This is an optimization exercise on Yosys and OpenROAD, whose aim is small area, not a production implementation. Only simulation tests tie the RTL to the original design; equivalence was not proved. Power and IR drop assume default switching activity.

## onyx
==> module param_memory, before the edit <==
module param_memory #(
   parameter int WIDTH      = 32,
   parameter int DEPTH      = 48,
   parameter int ADDR_WIDTH = 6,
   parameter int RD_LATENCY = 2,
   parameter int RESET_MEM  = 1
) (
   input  logic                  clk_i,
   input  logic                  rst_i,
   input  logic                  valid_i,
   output logic                  ready_o,
   input  logic                  wr_rd_i,
   input  logic [ADDR_WIDTH-1:0] addr_i,
   input  logic [WIDTH-1:0]      wdata_i,
   input  logic [WIDTH/8-1:0]    wstrb_i,
   output logic                  rvalid_o,
   output logic [WIDTH-1:0]      rdata_o,
   output logic                  rerr_o,
   input  logic                  rready_i
);
   localparam int NBYTES = WIDTH / 8;
   localparam int NRING  = 16;
   localparam int NSLOT  = 3;
   logic                  ready_q, rvalid_q, rerr_q;
   logic [1:0]            ph_q;
   logic [ADDR_WIDTH-1:0] addr_q;
   logic [WIDTH-1:0]      data_q;                 
   logic [NBYTES-1:0]     wstrb_q;
   logic                  pend_q;                 
   logic [1:0]            nrot_q;
   logic [WIDTH-1:0]      rdata_q;
   logic [WIDTH-1:0]      slot_q [NRING][NSLOT];
   logic                  sval_q [NRING][NSLOT];
   logic busy, rd_wait, q_ok;
   assign busy    = ~ready_q & ~rvalid_q;
   assign rd_wait = busy & ~ph_q[1] & ph_q[0];
   assign q_ok    = addr_q < 6'(DEPTH);
   logic [1:0] nrot_pre;
   assign nrot_pre = (nrot_q == 2'd0) ? 2'd2 : nrot_q - 2'd1;
   logic [5:0]       ra;
   logic             r_tap;
   logic [WIDTH-1:0] tap_word;
   assign ra    = ready_q ? addr_i : addr_q;
   assign r_tap = (ra < 6'(DEPTH)) & (ra[5:4] == nrot_q);
   always_comb begin
      tap_word = '0;
      for (int j = 0; j < NRING; j++) begin
         tap_word = tap_word | (slot_q[j][0] & {WIDTH{sval_q[j][0] && ra[3:0] == 4'(j)}});
      end
   end
   logic [NRING-1:0]  whit;
   logic              wval;
   logic [WIDTH-1:0]  wbus;
   logic [NBYTES-1:0] bsel;
   always_comb begin
      wval = 1'b0;
      for (int j = 0; j < NRING; j++) begin
         whit[j] = pend_q & rst_i & (addr_q[5:4] == nrot_pre) & (addr_q[3:0] == 4'(j));
         wval    = wval | (sval_q[j][2] & whit[j]);
      end
      for (int k = 0; k < NBYTES; k++) begin
         wbus[8*k +: 8] = data_q[8*k +: 8] & {8{wstrb_q[k]}};
         bsel[k]        = wstrb_q[k] | ~wval;
      end
   end
   always_ff @(posedge clk_i) begin
      for (int j = 0; j < NRING; j++) begin
         for (int k = 0; k < NBYTES; k++) begin
            if (whit[j] && bsel[k]) begin
               slot_q[j][0][8*k +: 8] <= wbus[8*k +: 8];
            end else begin
               slot_q[j][0][8*k +: 8] <= slot_q[j][2][8*k +: 8];
            end
         end
         slot_q[j][1] <= slot_q[j][0];
         slot_q[j][2] <= slot_q[j][1];
         sval_q[j][0] <= rst_i & (sval_q[j][2] | whit[j]);
         sval_q[j][1] <= rst_i & sval_q[j][0];
         sval_q[j][2] <= rst_i & sval_q[j][1];
      end
   end
   always_ff @(posedge clk_i) begin
      if (!rst_i) begin
         nrot_q <= '0;
      end else begin
         nrot_q <= nrot_pre;
      end
   end
   always_ff @(posedge clk_i) begin
      if (ready_q) begin
         addr_q  <= addr_i;
         data_q  <= wdata_i;
         wstrb_q <= wstrb_i;
      end
      if (r_tap && ((ready_q && valid_i && !wr_rd_i) || rd_wait)) begin
         data_q <= tap_word;
      end
   end
   always_ff @(posedge clk_i) begin
      if (!rst_i) begin
         ready_q  <= 1'b0;
         rvalid_q <= 1'b0;
         rerr_q   <= 1'b0;
         rdata_q  <= '0;
         ph_q     <= 2'b00;
         pend_q   <= 1'b0;
      end else begin
         if (|whit) pend_q <= 1'b0;
         if (ready_q && valid_i) begin
            ready_q <= 1'b0;
            ph_q    <= {wr_rd_i, 1'b1};
            pend_q  <= wr_rd_i & (addr_i < 6'(DEPTH));
         end
         if (busy) begin
            if (!ph_q[1] && !ph_q[0]) ready_q <= 1'b1;
            if (ph_q[0] && !ph_q[1]) ph_q <= 2'b10;
            if (ph_q[1]) begin
               rvalid_q <= 1'b1;
               rerr_q   <= ~q_ok;
               rdata_q  <= (ph_q[0] || !q_ok) ? '0 : (r_tap ? tap_word : data_q);
            end
         end
         if (rvalid_q && rready_i) begin
            rvalid_q <= 1'b0;
            rerr_q   <= 1'b0;
            ready_q  <= 1'b1;
         end
      end
   end
   assign ready_o  = ready_q;
   assign rvalid_o = rvalid_q;
   assign rdata_o  = rdata_q;
   assign rerr_o   = rerr_q;
endmodule
export LEC_CHECK = 0
export CAP_MARGIN = 20
export CORE_MARGIN = 2
export CORE_UTILIZATION = 65
export SLEW_MARGIN = 20
create_clock -name core_clock -period 5.0 [get_ports {clk_i}]
standard.sh (not shown) runs the stock make flow with config.mk's settings and CLKGATE_MAP_FILE= SYNTH_SCRIPT=/design/flow/synth_recipe.tcl, a recipe that flattens the netlist after the stock synthesis.
==> flow/flow/run.sh <==
#!/bin/bash
# The standard layout, with a leaner clock tree (small clock buffers, larger
# sink clusters, no dummy loads) and single-drive port buffers.
set -euo pipefail
bash standard.sh finish \
  "CTS_ARGS=-sink_clustering_enable -repair_clock_nets -dont_use_dummy_load -buf_list {sky130_fd_sc_hd__clkbuf_4 sky130_fd_sc_hd__clkbuf_8} -sink_clustering_size 20 -sink_clustering_max_diameter 40" \
  "BUFFER_PORTS_ARGS=-buffer_cell sky130_fd_sc_hd__buf_1" > standard.log 2>&1
onyx went all the way through synthesis, placement and routing and the layout is clean on timing, DRC and antenna.
For indigo, these inputs were changed with respect to onyx:
==> flow/design.v <==
module param_memory #(
   parameter int WIDTH      = 32,
   parameter int DEPTH      = 48,
   parameter int ADDR_WIDTH = 6,
   parameter int RD_LATENCY = 2,
   parameter int RESET_MEM  = 1
) (
   input  logic                  clk_i,
   input  logic                  rst_i,
   input  logic                  valid_i,
   output logic                  ready_o,
   input  logic                  wr_rd_i,
   input  logic [ADDR_WIDTH-1:0] addr_i,
   input  logic [WIDTH-1:0]      wdata_i,
   input  logic [WIDTH/8-1:0]    wstrb_i,
   output logic                  rvalid_o,
   output logic [WIDTH-1:0]      rdata_o,
   output logic                  rerr_o,
   input  logic                  rready_i
);
   localparam int NBYTES = WIDTH / 8;
   localparam int NRING  = 16;
   localparam int NSLOT  = 3;
   logic                  ready_q, rvalid_q, rerr_q;
   logic [1:0]            ph_q;
   logic [ADDR_WIDTH-1:0] addr_q;
   logic [WIDTH-1:0]      data_q;                 
   logic [NBYTES-1:0]     wstrb_q;
   logic                  pend_q;                 
   logic [1:0]            nrot_q;
   logic [WIDTH-1:0]      rdata_q;
   logic [1:0]            clr_q;                  
   logic [WIDTH-1:0]      slot_q [NRING][NSLOT];
   logic busy, rd_wait, q_ok, clear;
   assign busy    = ~ready_q & ~rvalid_q;
   assign rd_wait = busy & ~ph_q[1] & ph_q[0];
   assign q_ok    = addr_q < 6'(DEPTH);
   assign clear   = (busy & (ph_q == 2'b00)) | (|clr_q);
   logic [1:0] nrot_pre;
   assign nrot_pre = (nrot_q == 2'd0) ? 2'd2 : nrot_q - 2'd1;
   logic [5:0]       ra;
   logic             r_tap;
   logic [WIDTH-1:0] tap_word;
   assign ra    = ready_q ? addr_i : addr_q;
   assign r_tap = (ra < 6'(DEPTH)) & (ra[5:4] == nrot_q);
   always_comb begin
      tap_word = '0;
      for (int j = 0; j < NRING; j++) begin
         tap_word = tap_word | (slot_q[j][0] & {WIDTH{ra[3:0] == 4'(j)}});
      end
   end
   logic [NRING-1:0]  whit;
   always_comb begin
      for (int j = 0; j < NRING; j++) begin
         whit[j] = pend_q & (addr_q[5:4] == nrot_pre) & (addr_q[3:0] == 4'(j));
      end
   end
   always_ff @(posedge clk_i) begin
      for (int j = 0; j < NRING; j++) begin
         for (int k = 0; k < NBYTES; k++) begin
            logic load, keep;
            load = whit[j] & wstrb_q[k];
            keep = ~load & ~clear;
            slot_q[j][0][8*k +: 8] <= (data_q[8*k +: 8] & {8{load}}) | (slot_q[j][2][8*k +: 8] & {8{keep}});
         end
         slot_q[j][1] <= slot_q[j][0];
         slot_q[j][2] <= slot_q[j][1];
      end
   end
   always_ff @(posedge clk_i) begin
      if (!rst_i) begin
         nrot_q <= '0;
         clr_q  <= 2'b00;
      end else begin
         nrot_q <= nrot_pre;
         clr_q  <= {clr_q[0], busy & (ph_q == 2'b00)};
      end
   end
   always_ff @(posedge clk_i) begin
      if (ready_q) begin
         addr_q  <= addr_i;
         data_q  <= wdata_i;
         wstrb_q <= wstrb_i;
      end
      if (r_tap && ((ready_q && valid_i && !wr_rd_i) || rd_wait)) begin
         data_q <= tap_word;
      end
   end
   always_ff @(posedge clk_i) begin
      if (!rst_i) begin
         ready_q  <= 1'b0;
         rvalid_q <= 1'b0;
         rerr_q   <= 1'b0;
         rdata_q  <= '0;
         ph_q     <= 2'b00;
         pend_q   <= 1'b0;
      end else begin
         if (|whit) pend_q <= 1'b0;
         if (ready_q && valid_i) begin
            ready_q <= 1'b0;
            ph_q    <= {wr_rd_i, 1'b1};
            pend_q  <= wr_rd_i & (addr_i < 6'(DEPTH));
         end
         if (busy) begin
            if (!ph_q[1] && !ph_q[0]) ready_q <= 1'b1;
            if (ph_q[0] && !ph_q[1]) ph_q <= 2'b10;
            if (ph_q[1]) begin
               rvalid_q <= 1'b1;
               rerr_q   <= ~q_ok;
               rdata_q  <= (ph_q[0] || !q_ok) ? '0 : (r_tap ? tap_word : data_q);
            end
         end
         if (rvalid_q && rready_i) begin
            rvalid_q <= 1'b0;
            rerr_q   <= 1'b0;
            ready_q  <= 1'b1;
         end
      end
   end
   assign ready_o  = ready_q;
   assign rvalid_o = rvalid_q;
   assign rdata_o  = rdata_q;
   assign rerr_o   = rerr_q;
endmodule
[summary]
Of the two values seen for cell with the largest stage delay on the worst path, sky130_fd_sc_hd__a2111oi_0 was produced by onyx and sky130_fd_sc_hd__nand2_1 by indigo.
Across both runs, power share of the combinational group was higher for indigo than for onyx.
For the total wirelength of the detailed-routed design, indigo came in about 13% lower than onyx did.
Final weighted congestion in routability-driven placement came out lower on indigo than on onyx.
The final reports for indigo and onyx show sequential cell count lower in the former.
| global-route track usage on met2 | higher: onyx |
Compared with onyx, in indigo effective utilization at floorplan comparable, worst setup slack now smaller, sequential power now smaller.

[separate check: timing with driven ports]
In the flow no input, the clock included, has a driving cell. The finished layouts below were timed again as built, in two steps.
Step 1 (the two cells are an assumption about what drives the block):
set clk [get_ports {clk_i}]
set_driving_cell -lib_cell sky130_fd_sc_hd__clkbuf_16 $clk
set_driving_cell -lib_cell sky130_fd_sc_hd__buf_2 [delete_from_list [all_inputs] $clk]
Step 2, shift: input delay + t, output delay - t, t = (earliest + latest rising clock arrival at the registers) / 2. This alone moves slack from input paths to output paths.
Slacks: ideal ports / drivers / drivers and shift; pairs: ideal ports / drivers.
run | t, ns | setup WS [ns] | worst setup path after step 2
onyx | 0.858 | 1.133 / 1.133 / 0.735 | input to register
indigo | 0.865 | 1.100 / 1.100 / 0.803 | input to register
After both steps every run listed still meets setup and hold. For onyx, which loses most, drivers alone change the setup slack by 0.000 ns; drivers and shift together by -0.398 ns.
